This design comes from an exercise in tuning for small area, a short achievable clock period and few clock cycles on the open sky130 flow, not from production work.
Function not checked in this run: the RTL went through the layout flow alone.
Power figures rest on the tool's default switching activity, not on a simulated workload.

<file path="flow/design.v">
`timescale 1ns/1ps
module preset_rom (
    input  logic [2:0]             preset,
    input  logic [5-1:0] row,
    output logic [40-1:0]  pattern
);
    always_comb begin
        pattern = '0;
        case (preset)
            3'd1: begin
                case (row)
                    5'd0:    pattern = (40'(7'b1) << (40 - (1) - (1)));
                    5'd1:    pattern = (40'(7'b11) << (40 - (2) - (2)));
                    5'd2:    pattern = (40'(7'b11) << (40 - (1) - (2)));
                    default: pattern = '0;
                endcase
            end
            3'd2: begin
                case (row)
                    5'd13, 5'd17:        pattern = (40'(7'b10101) << (40 - (17) - (5)));
                    5'd14, 5'd15, 5'd16: pattern = (40'(7'b10001) << (40 - (17) - (5)));
                    default:             pattern = '0;
                endcase
            end
            3'd3: begin
                case (row)
                    5'd13, 5'd14: pattern = (40'(7'b11011) << (40 - (17) - (5)));
                    5'd15:        pattern = (40'(7'b01010) << (40 - (17) - (5)));
                    5'd16, 5'd17: pattern = (40'(7'b1010101) << (40 - (16) - (7)));
                    5'd18:        pattern = (40'(7'b1100011) << (40 - (16) - (7)));
                    default:      pattern = '0;
                endcase
            end
            default: pattern = '0;    
        endcase
    end
endmodule
`timescale 1ns/1ps
module life_row_rule (
    input  logic [40-1:0] above,
    input  logic [40-1:0] middle,
    input  logic [40-1:0] below,
    output logic [40-1:0] next
);
    logic [40+1:0] l, h;
    assign l[0] = 1'b0; assign h[0] = 1'b0;
    assign l[40+1] = 1'b0; assign h[40+1] = 1'b0;
    for (genvar i = 0; i < 40; i++) begin : g_col
        assign {h[i+1], l[i+1]} = 2'(above[i]) + 2'(middle[i]) + 2'(below[i]);
    end
    for (genvar i = 0; i < 40; i++) begin : g_cell
        logic s1, c1, n0, c2, one;
        assign {c1, s1} = 2'(l[i]) + 2'(l[i+2]) + 2'(above[i]);
        assign n0  = s1 ^ below[i];
        assign c2  = s1 & below[i];
        assign one = ((h[i] ^ h[i+2]) & ~(c1 | c2)) | ((c1 ^ c2) & ~(h[i] | h[i+2]));
        assign next[i] = one & (n0 | middle[i]);
    end
endmodule
`timescale 1ns/1ps
module life_engine (
    input  logic                   clk,
    input  logic                   reset_n,
    input  logic                   preset_load,
    input  logic [2:0]             preset_sel,
    input  logic                   toggle,
    input  logic [6-1:0] cell_x,
    input  logic [5-1:0] cell_y,
    input  logic                   step,
    input  logic                   rd_en,
    input  logic [5-1:0] rd_row,
    output logic                   busy,
    output logic                   rd_valid,
    output logic [40-1:0]  rd_data
);
    localparam int C  = 40;
    localparam int R  = 30;
    localparam int K  = 6;       
    localparam int G  = R / K;                
    logic                   busy_q;
    logic                   op_pre, op_tgl, op_stp, op_rd;
    logic [G-1:0]           stg;               
    logic                   use_first;         
    logic                   first_cyc;         
    logic [G-1:0]           ptr;               
    logic [2:0]             sel_q;
    logic [4:0]             xh_q;              
    logic [7:0]             xl_q;              
    logic [G-1:0]           y_grp;             
    logic [K-1:0]           y_off;             
    logic                   accept;
    assign accept = !busy_q && (preset_load || toggle || step || rd_en);
    assign busy   = busy_q;
    logic [5-1:0] y_in;
    logic [G-1:0]           y_grp_d;
    logic [K-1:0]           y_off_d;
    logic [4:0]             xh_d;
    logic [7:0]             xl_d;
    assign y_in = toggle ? cell_y : rd_row;
    always_comb begin
        y_grp_d = '0;
        y_off_d = '0;
        for (int g = 0; g < G; g++)
            for (int j = 0; j < K; j++)
                if (y_in == 5'(g * K + j)) begin
                    y_grp_d[g] = 1'b1;
                    y_off_d[j] = 1'b1;
                end
        xh_d = '0;
        xl_d = '0;
        for (int h = 0; h < 5; h++)
            if (cell_x[5:3] == 3'(h)) xh_d[h] = 1'b1;
        for (int l = 0; l < 8; l++)
            if (cell_x[2:0] == 3'(l)) xl_d[l] = 1'b1;
    end
    always_ff @(posedge clk) begin
        if (!busy_q) begin
            sel_q <= preset_sel;
            xh_q  <= xh_d;
            xl_q  <= xl_d;
            y_grp <= y_grp_d;
            y_off <= y_off_d;
        end
    end
    logic [G-1:0] ptr_nx;
    assign ptr_nx = {ptr[G-2:0], ptr[G-1]};
    logic grp_last;       
    logic tgl_here;       
    assign grp_last = stg[G-1];
    assign tgl_here = |(ptr & y_grp);
    always_ff @(posedge clk or negedge reset_n) begin
        if (!reset_n) begin
            busy_q   <= 1'b0;
            use_first <= 1'b0;
            first_cyc <= 1'b0;
            op_pre   <= 1'b0;
            op_tgl   <= 1'b0;
            op_stp   <= 1'b0;
            op_rd    <= 1'b0;
            stg      <= '0;
            ptr      <= G'(1);
            rd_valid <= 1'b0;
        end else begin
            ptr      <= ptr_nx;
            rd_valid <= op_rd;
            if (accept) begin
                op_pre <= preset_load;
                op_tgl <= !preset_load && toggle;
                op_stp <= !preset_load && !toggle && step;
                op_rd  <= !preset_load && !toggle && !step && rd_en;
                stg       <= G'(1);
                use_first <= 1'b0;
                first_cyc <= !preset_load && !toggle && step;
                busy_q    <= 1'b1;
            end else begin
                if (grp_last) begin
                    op_pre <= 1'b0;
                    op_stp <= 1'b0;
                end
                if (tgl_here) op_tgl <= 1'b0;
                op_rd  <= 1'b0;
                stg       <= {stg[G-2:0], 1'b0};
                use_first <= op_stp && stg[G-2];
                first_cyc <= 1'b0;
                busy_q <= ((op_pre || op_stp) && !stg[G-1] && !stg[G-2]) ||
                          (op_tgl && !tgl_here && !(|(ptr_nx & y_grp)));
            end
        end
    end
    logic [R*C-1:0] grid;
    logic [C-1:0]   prev;      
    logic [C-1:0]   first;     
    logic [C-1:0] head [0:K-1];
    for (genvar j = 0; j < K; j++) begin : g_head
        assign head[j] = grid[j*C +: C];
    end
    logic [C-1:0] above, below;
    assign above = ptr[0] ? '0 :
                   first_cyc ? grid[((G-1)*K + K-1)*C +: C] : prev;
    assign below = ptr[G-1] ? '0 :
                   use_first ? first : grid[K*C +: C];
    logic [C-1:0] col_hit;
    for (genvar b = 0; b < C; b++) begin : g_colhit
        assign col_hit[b] = xh_q[(C - 1 - b) / 8] && xl_q[(C - 1 - b) % 8];
    end
    logic [K*C-1:0] eng_out;
    for (genvar j = 0; j < K; j++) begin : g_row
        logic [C-1:0] up, dn, nxt, pat, pass, keep;
        logic         row_hit;
        assign up = (j == 0)     ? above : head[(j == 0) ? 0 : j - 1];
        assign dn = (j == K - 1) ? below : head[(j == K - 1) ? 0 : j + 1];
        life_row_rule u_rule (
            .above  (up),
            .middle (head[j]),
            .below  (dn),
            .next   (nxt)
        );
        logic [C-1:0] pat_g [0:G-1];
        for (genvar g = 0; g < G; g++) begin : g_rom
            preset_rom u_rom (
                .preset  (sel_q),
                .row     (5'(g * K + j)),
                .pattern (pat_g[g])
            );
        end
        always_comb begin
            pat = '0;
            for (int g = 0; g < G; g++)
                pat = pat | (pat_g[g] & {C{ptr[g]}});
        end
        assign row_hit = op_tgl && tgl_here && y_off[j];
        assign pass    = head[j] ^ (row_hit ? col_hit : '0);
        assign keep = op_pre ? pat : pass;
        assign eng_out[j*C +: C] = op_stp ? nxt : keep;
    end
    always_ff @(posedge clk) begin
        grid[(G-1)*K*C +: K*C] <= eng_out;
        for (int p = 0; p < G - 1; p++)
            grid[p*K*C +: K*C] <= grid[(p+1)*K*C +: K*C];
        prev <= head[K-1];
        if (op_stp && stg[0]) first <= head[0];
    end
    logic [R-1:0] rd_sel;
    logic [C-1:0] rd_word;
    logic [G-1:0] rd_pos;      
    always_comb begin
        rd_pos = '0;
        for (int p = 0; p < G; p++)
            for (int v = 0; v < G; v++)
                if (ptr[v] && y_grp[(v + p) % G]) rd_pos[p] = 1'b1;
        for (int p = 0; p < G; p++)
            for (int j = 0; j < K; j++)
                rd_sel[p*K + j] = rd_pos[p] && y_off[j];
    end
    always_comb begin
        rd_word = '0;
        for (int q = 0; q < R; q++)
            rd_word = rd_word | (grid[q*C +: C] & {C{rd_sel[q]}});
    end
    always_ff @(posedge clk) begin
        rd_data <= rd_word;
    end
endmodule
`timescale 1ns/1ps
module life_top (
    input  logic                   clk,
    input  logic                   reset_n,
    input  logic                   preset_load,
    input  logic [2:0]             preset_sel,
    input  logic                   toggle,
    input  logic [6-1:0] cell_x,
    input  logic [5-1:0] cell_y,
    input  logic                   step,
    input  logic                   rd_en,
    input  logic [5-1:0] rd_row,
    output logic                   busy,
    output logic                   rd_valid,
    output logic [40-1:0]  rd_data
);
    life_engine u_life_engine (
        .clk         (clk),
        .reset_n     (reset_n),
        .preset_load (preset_load),
        .preset_sel  (preset_sel),
        .toggle      (toggle),
        .cell_x      (cell_x),
        .cell_y      (cell_y),
        .step        (step),
        .rd_en       (rd_en),
        .rd_row      (rd_row),
        .busy        (busy),
        .rd_valid    (rd_valid),
        .rd_data     (rd_data)
    );
endmodule
</file>
<file path="flow/run.sh">
#!/bin/bash
# synth_recipe.tcl (not shown) runs the flow's synth.tcl, then flattens the netlist and writes it again
# the make line also repeats each setting of config.mk as NAME=value (left out here)
make -C /OpenROAD-flow-scripts/flow DESIGN_CONFIG=/design/flow/config.mk WORK_HOME=/design/flow/orfs CLKGATE_MAP_FILE= SYNTH_SCRIPT=/design/flow/synth_recipe.tcl finish
</file>
<file path="flow/config.mk">
export PLATFORM = sky130hd
export DESIGN_NAME = life_top
export DESIGN_NICKNAME = life_top
export VERILOG_FILES = /design/flow/design.v
export SDC_FILE = /design/flow/constraint.sdc
export NUM_CORES = 4
export LEC_CHECK = 0
export CAP_MARGIN = 20
export CORE_MARGIN = 2
export CORE_UTILIZATION = 40
export CTS_BUF_LIST = sky130_fd_sc_hd__clkbuf_4 sky130_fd_sc_hd__clkbuf_8
export SETUP_SLACK_MARGIN = 4.0
export SLEW_MARGIN = 20
</file>
<file path="flow/constraint.sdc">
create_clock -name core_clock -period 7.0 [get_ports {clk}]
set_input_delay 1.4000 -clock core_clock [delete_from_list [all_inputs] [get_ports {clk}]]
set_output_delay 1.4000 -clock core_clock [all_outputs]
set_load 0.01 [all_outputs]
</file>
==> results.json <==
{
  "status": "complete, no violations",
  "fin_skew_ns": 0.0694,
  "async_reset_ff_share_pct": 1.32,
  "worst_pin_slew_ns": 1.21,
  "grt_first_pass_wirelength_um": 344000,
  "hold_path.class": "register to register",
  "cts_buffers": 222,
  "fillers": 14900,
  "hpwl_um": 157000,
  "wirelength_um": 237000,
  "critPathLaunchType": "register",
  "yosysTopAreaCell": "dfxtp_1",
  "synth_area_leaders": "dfxtp_1, fa_1, ha_1",
  "clock.fmax_mhz": 302,
  "hold_viol_final": 0,
  "ys.warnings.count": 10,
  "routed_via_density": 5.88,
  "synth_top_cell_area_share_pct": 38.6,
  "ys_seq_elements": 1365,
  "grt_usage_pct": 27.5,
  "ys.flop_type": "dfxtp_1",
  "ios": 67,
  "cellPowerDensity_nw_per_um2": 232,
  "ys_seq_area_share_pct": 42.3,
  "grt_antenna_before_repair": 16,
  "first_iter_violations": 5976,
  "drv_slew": 0,
  "worstSetupPathType": "register to register",
  "htreeDepth": 4,
  "grt.overflow.total": 0,
  "synthToLayoutAreaGrowth_pct": 17.8,
  "tns_ns": 0,
  "rsz0062_at_grt": "yes",
  "die_area_um2": 169000,
  "initial_core_util_pct": 40.3,
  "layout-drive-gt1-share_pct": 18.3,
  "insertion_delay_ns": 0.98,
  "vias": 50600,
  "clk_pin_slew_ns": 0.07,
  "clkSinkCount": 1365,
  "post-route-period-util_pct": 47.4,
  "synth_cell_type_count": 55,
  "period_needed_ns": 3.32,
  "cp-end-kind": "register",
  "synthesis.area_um2": 66500,
  "yosys-top-cells-count": "dfxtp_1, inv_1, ha_1, a22oi_1, fa_1",
  "irDropWorstVdd_mv": 0.220,
  "cts_buffer_depth": 3,
  "holdWs_ns": 0.332,
  "p_leak_nw": 29.8,
  "worstPathArrival_ns": 4.09,
  "gp_congestion": 0.906,
  "synthCells": 5987,
  "max-slew-margin-rel_pct": 19.4,
  "synth_nets": 7176,
  "required_ns": 7.77,
  "portBuffers": 66,
  "wl_per_cell_um": 27.5,
  "worstPathMaxFanout": 6,
  "ant_nets": 0,
  "core-area_um2": 165000,
  "grt_max_degree": 137,
  "yosysMostFrequentCell": "dfxtp_1",
  "drc": 0,
  "layout.nets": 7420,
  "die_h_um": 412,
  "synth_area_per_cell_um2": 11.1,
  "die_x_um": 412,
  "ctsHoldBuffers": 0,
  "cts_root_buffer": "clkbuf_8",
  "synth_edf_count": 67,
  "grt_pass1_vias": 51200,
  "num_rows": 149,
  "cts_tree": "done",
  "finalSetupViolCount": 0,
  "cap_viol_max_count": 0,
  "first_pass_iters": 8
}
## final timing paths
check | from | endpoint | slack (ns) | cells past startpoint
max reg2reg | u_life_engine.first_cyc | u_life_engine.grid[989] | 3.68 | 12
max | u_life_engine.first_cyc | u_life_engine.grid[989] | 3.68 | 12
max in group asynchronous | reset_n | u_life_engine.ptr[4] | 6.19 | 1
min | u_life_engine.grid[283] | u_life_engine.grid[43] | 0.33 | 0
min in group asynchronous | reset_n | u_life_engine.busy_q | 0.39 | 1
min reg2reg | u_life_engine.grid[283] | u_life_engine.grid[43] | 0.33 | 0
## layout make-up
class | count | area (um^2) | share of cell area (%)
inverters | 757 | 2840 | 3.63
flip-flops and latches | 1365 | 28200 | 36.0
diodes | 8 | 20.0 | 0.0256
clock buffers | 343 | 4290 | 5.48
multi-input cells | 3595 | 36600 | 46.7
well taps | 2189 | 2740 | 3.50
clock inverters | 67 | 763 | 0.975
repair buffers | 290 | 2840 | 3.63
## where the power goes
group	internal (mW)	switching [mW]	total, mW
sequential	7.96	0.249	8.21
clock	4.35	3.44	7.79
combinational	0.331	1.80	2.13
total	12.6	5.49	18.1
## routing by layer
metal / GRT usage, % / vias to the layer above / wire length [um]
met1: 37.2 / 25500 / 97600
met3: 6.11 / 579 / 23700
met4: 13.2 / 6 / 11800
met2: 41.7 / 2726 / 103000
met5: 0 / - / 41
li1: - / 21900 / -
## state kept, by name, summed over array words and instances (netlist names)
name,flops
u_life_engine.grid,1200
u_life_engine.first,40
u_life_engine.prev,40
u_life_engine.rd_data,40
u_life_engine.xl_q,8
u_life_engine.y_off,6
u_life_engine.ptr,5
u_life_engine.stg,5
u_life_engine.xh_q,5
u_life_engine.y_grp,5
u_life_engine.sel_q,3
u_life_engine.busy_q,1
u_life_engine.first_cyc,1
u_life_engine.op_pre,1
u_life_engine.op_rd,1
u_life_engine.op_stp,1
u_life_engine.op_tgl,1
u_life_engine.rd_valid,1
u_life_engine.use_first,1
## layout by cell type (no fill, tap or decap), types with 26 or more instances in the layout
cell type  Yosys  final
mux2i_1       91     53
buf_2         13     26
a31oi_1       41     41
dfxtp_1     1280   1237
a22o_1        87     87
o31a_1        49     49
a21oi_1       91     79
buf_6          0     33
clkinv_2       0     30
buf_4          0    158
nand3_1       66     66
clkbuf_4       0     69
inv_1        757    696
ha_4           0     54
nor2_2         0     58
fa_2           0     68
o221ai_1      36     35
clkbuf_8       0    274
o21ai_0      265    245
a22oi_2        0     63
nand2_1       99     94
edfxtp_1      67     67
nor3_1        27     27
ha_2           0     53
dfxtp_2        0     29
fa_1         480    412
o22ai_1      166    163
a221oi_1      61     61
nor2_1       275    201
inv_2          0     61
a22oi_1      574    511
ha_1         684    577
xnor2_1      176    176
o211ai_1      84     84
a222oi_1      56     56
## stage by stage
step / setup WS [ns] / cell area (um^2) / util [%] / power (mW) / std cells
final: 3.68 / 78300 / 47.4 / 18.1 / 8614
after global placement: 3.10 / 69600 / 42.2 / 10.3 / 8041
after CTS: 3.74 / 77000 / 46.7 / 18.1 / 8554
after detailed placement: 3.02 / 69600 / 42.2 / 10.3 / 8041
after global routing: 3.61 / 78200 / 47.4 / 18.6 / 8607
after floorplan: 3.98 / 66600 / - / 9.30 / 5987
## kinds of logic after synthesis
| kind of cell | count (synthesis) | share of synthesized area [%] |
|---|---|---|
| fa+ha+maj | 1164 | 27.3 |
| flops | 1365 | 42.3 |
| compound gates | 1565 | 16.7 |
| mux | 92 | 1.39 |
| xor+xnor | 189 | 2.49 |
| simple gates | 582 | 3.97 |
| buf+inv | 1030 | 5.84 |
## timing repair
item | CTS | global route
pin swaps | 285 | 247
gates resized for setup | 561 | 195
setup endpoints to repair | 254 | 106
buffers inserted | 97 | 50
gates cloned | 6 | 2
## worst max-delay path, cell delays in order, from the launching register on
cell	delay (ns)
dfrtp_4	0.59
buf_12	0.18
buf_16	0.14
buf_4	0.13
mux2i_4	0.23
nor2_4	0.06
fa_2	0.62
fa_1	0.43
ha_2	0.20
inv_2	0.07
ha_4	0.20
a22oi_2	0.14
o22ai_1	0.09

static timing again, ports no longer ideal:
No port has a modelled driver above. Below, the same layout with a new extraction and two added sets of constraints. Step 1 (the two cells are an assumption about what drives the block):
set clk [get_ports {clk}]
set_driving_cell -lib_cell sky130_fd_sc_hd__clkbuf_16 $clk
set_driving_cell -lib_cell sky130_fd_sc_hd__buf_2 [delete_from_list [all_inputs] $clk]
Step 2 adds t to the input delays and takes it off the output delays; t is the mean of the earliest and latest rising clock arrival at the registers after step 1. Input paths then give back, and output paths get back, about the clock's delay inside the block. Slacks: ideal / step 1 / step 2; pairs: ideal / step 1.
t, ns: 1.040
setup slack, ns: 3.684 / 3.684 / 3.220
latest minus earliest clock arrival (ns): 0.082 / 0.082
worst slew at a driven data input, ns: 0.07
After both steps setup and hold are still met in this run. The setup slack of this run moves by 0.000 ns with the drivers and by -0.464 ns with both steps.
